Context: an optimization exercise on an open-source flow, tuned for small area, a short achievable clock period and few clock cycles. The choices shown serve that exercise and are no tape-out recipe.
The RTL was checked by simulation tests, not by an equivalence proof against the original design.
Power is estimated from default activity; no workload was simulated.

==> inputs of 06-11 <==
## exec_unit_mc
module exec_unit_mc #(
  parameter int unsigned WIDTH            = 32,
  parameter int unsigned INSTR_TYPE_WIDTH = 8,
  parameter int unsigned MUL_STEP         = 2,
  parameter int unsigned TAG_WIDTH        = 5
) (
  input  logic                        clk,
  input  logic                        reset,
  input  logic                        flush,
  input  logic                        in_valid,
  output logic                        in_ready,
  input  logic [INSTR_TYPE_WIDTH-1:0] instr_type,
  input  logic [WIDTH-1:0]            pc,
  input  logic [WIDTH-1:0]            rs1,
  input  logic [WIDTH-1:0]            rs2,
  input  logic [WIDTH-1:0]            imm,
  input  logic [TAG_WIDTH-1:0]        in_tag,
  output logic                        out_valid,
  input  logic                        out_ready,
  output logic [WIDTH-1:0]            result,
  output logic                        is_taken,
  output logic [TAG_WIDTH-1:0]        out_tag
);
Settings: LEC_CHECK=0, CAP_MARGIN=20, CORE_MARGIN=2, CORE_UTILIZATION=40, SETUP_SLACK_MARGIN=5, SLEW_MARGIN=20; clock period 10.0 ns.
run.sh (not shown) runs the stock make flow with config.mk's settings and CLKGATE_MAP_FILE= SYNTH_SCRIPT=/design/flow/synth_recipe.tcl, a recipe that flattens the netlist after the stock synthesis.
==> inputs of 01-18, as changes to 06-11 <==
--- a/flow/design.v
+++ b/flow/design.v
@@ -165,13 +165,13 @@
   logic        s_dfin;    
   logic        s_dtriv;   
   logic        v_q, last_q, kv_q, ov_q;
   logic [31:0] x_q, y_q, z_q;
   logic [33:0] h_q;
   logic [4:0]  tag_q, cnt_q, sh_q;
-  logic        yp_q, mfst_q, m9_q, m9l_q, dneg_q, dz_q;
+  logic        yp_q, mfst_q, m9_q, m9l_q, dneg_q, dz_q, qdir_q;
   logic [2:0]  bc_q;
   logic        c_bz, c_za, c_sub, c_mz;   
   logic        f_addsub, f_immb, f_jalr, f_and, f_or, f_xor, f_sll, f_srl, f_sra;
   logic        f_slt, f_sltu, f_lui, f_tgt, f_jmp, f_br, f_mul, f_mhi, f_msa, f_msb;
   logic        f_rem, f_dsg;
   logic [31:0] ores_q, kres_q;
@@ -251,17 +251,18 @@
   assign mc   = mc_t[5:2];   
   logic [6:0] dk;
   logic       dzero, dtriv;
   assign dk    = {1'b0, lzy} - {1'b0, lzx} + {6'd0, px} - {6'd0, py};
   assign dzero = (y_q == 32'd0);
   assign dtriv = dzero || dk[6];
-  logic [31:0] fu, fv, xrev, fun, funrev;
+  logic [31:0] fu, fv, xrev, zrev, fun, funrev;
   logic [4:0]  fs;
   logic [63:0] fw, fw_sh;
   always_comb begin
     for (int i = 0; i < 32; i++) xrev[i] = x_q[31 - i];
+    for (int i = 0; i < 32; i++) zrev[i] = z_q[31 - i];
   end
   always_comb begin
     fu = 32'd0;
     fv = 32'd0;
     if (s_mfin) begin
       if (f_mhi && !m9_q) begin
@@ -270,13 +271,13 @@
       end else begin
         fu = h_q[31:0];
         fv = y_q;
       end
     end else begin
       fu = {32{f_sra && x_q[31]}};
-      fv = (f_sll || s_d1) ? xrev : x_q;
+      fv = s_d1 ? zrev : (f_sll ? xrev : x_q);
     end
   end
   assign fs    = s_exe ? bop[4:0] : sh_q;
   assign fw    = {fu, fv};
   assign fw_sh = fw >> fs;
   assign fun   = fw_sh[31:0];
@@ -298,12 +299,13 @@
       if (f_tgt)    res = res | mp_sum[31:0];
       if (f_srl || f_sra) res = res | fun;
       if (f_sll)    res = res | funrev;
     end
     if (s_mfin)  res = res | fun;
     if (s_dfin)  res = res | (f_rem ? mp_sum[31:0] : alu_sum);
+    if (s_dit)   res = res | {y_q[30:0], alu_cout};
     if (s_dtriv) res = res | (f_rem ? h_q[31:0] : {32{dz_q}});
   end
   assign res_tk = s_exe && (f_jmp || (f_br && br_cond));
   logic push, hold;
   assign push = v_q && last_q && !kv_q;
   assign hold = ov_q && !out_ready;
@@ -318,16 +320,16 @@
       ov_q   <= 1'b0;
       kv_q   <= 1'b0;
     end else begin
       if (in_ready) begin
         v_q    <= in_valid;
         last_q <= !(n_mul || n_div);
-      end else if (v_q) begin
+      end else if (v_q && !last_q) begin
         if (s_mit)      last_q <= mfst_q ? (mc == 4'd1) : (cnt_q == 5'd1);
-        else if (s_d0)  last_q <= dtriv;
-        else if (s_dit) last_q <= (cnt_q == 5'd0);
+        else if (s_d0)  last_q <= dtriv || (dk[4:0] == 5'd0 && !f_rem && !(sa ^ sb));
+        else if (s_dit) last_q <= qdir_q ? (cnt_q == 5'd1) : (cnt_q == 5'd0);
       end
       ov_q <= hold || kv_q || push;
       kv_q <= kv_q ? !out_ready : (hold && push);
     end
   end
   always_ff @(posedge clk) begin
@@ -356,13 +358,13 @@
       f_addsub <= n_addsub; f_immb <= n_immb; f_jalr <= n_jalr;
       f_and <= n_and; f_or <= n_or; f_xor <= n_xor;
       f_sll <= n_sll; f_srl <= n_srl; f_sra <= n_sra;
       f_slt <= n_slt; f_sltu <= n_sltu; f_lui <= n_lui; f_tgt <= n_tgt; f_jmp <= n_jmp;
       f_br <= n_br; f_mul <= n_mul; f_mhi <= n_mhi; f_msa <= n_msa; f_msb <= n_msb;
       f_rem <= n_rem; f_dsg <= n_dsg;
-    end else if (v_q) begin
+    end else if (v_q && !last_q) begin
       if (s_mit) begin
         h_q    <= mp_sum[37:4];
         y_q    <= {mp_sum[3:0], y_q[31:4]};
         yp_q   <= y_q[3];
         mfst_q <= 1'b0;
         m9l_q  <= !mfst_q && m9_q && (cnt_q == 5'd2);
@@ -374,27 +376,33 @@
         end else begin
           cnt_q <= cnt_q - 5'd1;
           if (cnt_q == 5'd1) begin s_mit <= 1'b0; s_mfin <= 1'b1; end
         end
       end
       if (s_d0) begin
-        x_q    <= alu_sum;           
-        z_q    <= mp_sum[31:0];      
+        x_q    <= mp_sum[31:0];      
+        z_q    <= alu_sum;           
         h_q    <= {2'b00, x_q};      
+        y_q    <= 32'd0;
         cnt_q  <= dk[4:0];
         sh_q   <= dk[4:0];
         dneg_q <= f_rem ? sa : (sa ^ sb);
+        qdir_q <= !f_rem && !(sa ^ sb);
         dz_q   <= dzero;
         s_d0   <= 1'b0;
-        s_d1   <= !dtriv;
+        s_d1   <= !dtriv && (dk[4:0] != 5'd0);
+        s_dit  <= !dtriv && (dk[4:0] == 5'd0);
         s_dtriv <= dtriv;
+        if (!dtriv && dk[4:0] == 5'd0) begin
+          c_bz  <= 1'b1;
+          c_za  <= 1'b0;
+          c_sub <= 1'b1;
+        end
       end
       if (s_d1) begin
-        x_q   <= z_q;                
         z_q   <= funrev;             
-        y_q   <= 32'd0;
         s_d1  <= 1'b0;
         s_dit <= 1'b1;
         c_bz  <= 1'b1;
         c_za  <= 1'b0;
         c_sub <= 1'b1;
       end
@@ -402,13 +410,13 @@
         if (alu_cout) x_q <= alu_sum;
         z_q   <= {1'b0, z_q[31:1]};
         y_q   <= {y_q[30:0], alu_cout};
         cnt_q <= cnt_q - 5'd1;
         if (cnt_q == 5'd0) begin
           s_dit  <= 1'b0;
-          s_dfin <= 1'b1;
+          s_dfin <= !qdir_q;
           c_bz   <= 1'b0;
           c_za   <= 1'b1;
           c_sub  <= dneg_q;
         end
       end
     end
==> flow/config.mk (replaced) <==
export PLATFORM = sky130hd
export DESIGN_NAME = exec_unit_mc
export DESIGN_NICKNAME = exec_unit_mc
export VERILOG_FILES = /design/flow/design.v
export SDC_FILE = /design/flow/constraint.sdc
export NUM_CORES = 4
export LEC_CHECK = 0
export CAP_MARGIN = 30
export CORE_MARGIN = 2
export CORE_UTILIZATION = 40
export SETUP_SLACK_MARGIN = 5
export SLEW_MARGIN = 30
==> qor summary <==
item	06-11	01-18
Outcome	finished clean	finished clean
Destination of the worst register-to-register timing path	ores_q[29]$_DFFE_PN_	last_q$_SDFFE_PP0P_
Combinational cell power	2.63 mW	2.90 mW
Sequential share of the synthesized area	25.3%	24.8%
Combinational Power Share	47.0%	50.4%
Minimum hold slack	452 ps	451 ps
Switching Fraction	44.2%	45.0%
Vias per cell	6.68	6.84
Crit. path cell count	25	21
Total number of vias	32.6k	33.4k
Largest clock skew in the final design	43.4 ps	24.7 ps
Post-synth EDFFs	213	214
Fraction of synthesized cell area taken by the top area cell type	21.8%	21.3%
Synthesized flop and latch total	265	266
Wire length of the first global-routing pass	237 mm	234 mm
Final std cell area, no fill	0.0375 mm^2	0.0381 mm^2
Shortest period the worst path allows	5660 ps	5520 ps
NetSw	2.47 mW	2.59 mW
Testbench counts of 06-11, summed over its fixed seeds: cycles 12,208.
Testbench counts of 01-18, summed over its fixed seeds: cycles 11,963.

---

==> wip/xenon: inputs <==
exec_unit_mc, a different RTL version from the one above (not shown whole).
export LEC_CHECK = 0
export CAP_MARGIN = 30
export CORE_MARGIN = 2
export CORE_UTILIZATION = 40
export SETUP_SLACK_MARGIN = 4.0
export SLEW_MARGIN = 30
export TNS_END_PERCENT = 10
create_clock -name core_clock -period 10.0 [get_ports {clk}]
==> inputs of wip/fjord, as changes to wip/xenon <==
- SETUP_SLACK_MARGIN: 4.0 -> 5
- TNS_END_PERCENT: 10 -> 0
==> run notes <==
wip/fjord completed without violations. wip/xenon passed the timing, design-rule and antenna checks. Maximum frequency: wip/fjord is lower than wip/xenon (0.70%). Of wip/xenon and wip/fjord, wip/xenon has the higher final cell count (gap about 0.3%, measured against wip/fjord). Sequential cell count is the same in wip/xenon and wip/fjord. Against wip/xenon, the cell area of wip/fjord is smaller by about 1.6%. In register-to-register slack, wip/fjord and wip/xenon hardly differ. Of wip/fjord and wip/xenon, wip/xenon has the higher worst setup slack (gap 0.045 ns). Of wip/fjord and wip/xenon, wip/xenon has the higher routed wire length (gap 0.66%, measured against wip/xenon). Between wip/fjord and wip/xenon, the lower utilization is in wip/fjord (gap 0.75 points). In synthesized cell count, wip/xenon and wip/fjord do not differ. In wip/xenon the total power is larger than in wip/fjord, by 1.5%.
Testbench counts of wip/xenon, summed over its fixed seeds: cycles 8,274.
Testbench counts of wip/fjord, summed over its fixed seeds: cycles 8,274.

## afterwards: timing with drivers on the ports
Ports are ideal in the flow. The routed layouts listed here were re-timed in OpenROAD.
Step 1 assumes that a clkbuf_16 drives the clock port and a buf_2 every other input.
Step 2 times the ports against the registers' clock, not the clock port: input delays grow and output delays shrink by t, the midpoint of the rising clock arrivals with the driver on.
a / b / c = ideal / step 1 / step 2; a / b = the first two.
run | t, ns | setup WS [ns] | hold WS [ns] | latest minus earliest clock arrival (ns) | worst slew at a driven data input, ns
06-11 | 0.676 | 4.345 / 4.345 / 4.345 | 0.452 / 0.452 / 0.452 | 0.044 / 0.044 | 0.08
01-18 | 0.635 | 4.483 / 4.483 / 4.483 | 0.451 / 0.451 / 0.451 | 0.024 / 0.024 | 0.12
wip/xenon | 0.643 | 3.643 / 3.643 / 3.213 | 0.418 / 0.418 / 0.418 | 0.028 / 0.027 | 0.05
wip/fjord | 0.652 | 3.598 / 3.642 / 2.990 | 0.418 / 0.418 / 0.418 | 0.038 / 0.038 | 0.06
After both steps every run listed still meets setup and hold. For wip/fjord, which loses most, drivers alone change the setup slack by +0.044 ns; drivers and shift together by -0.608 ns.
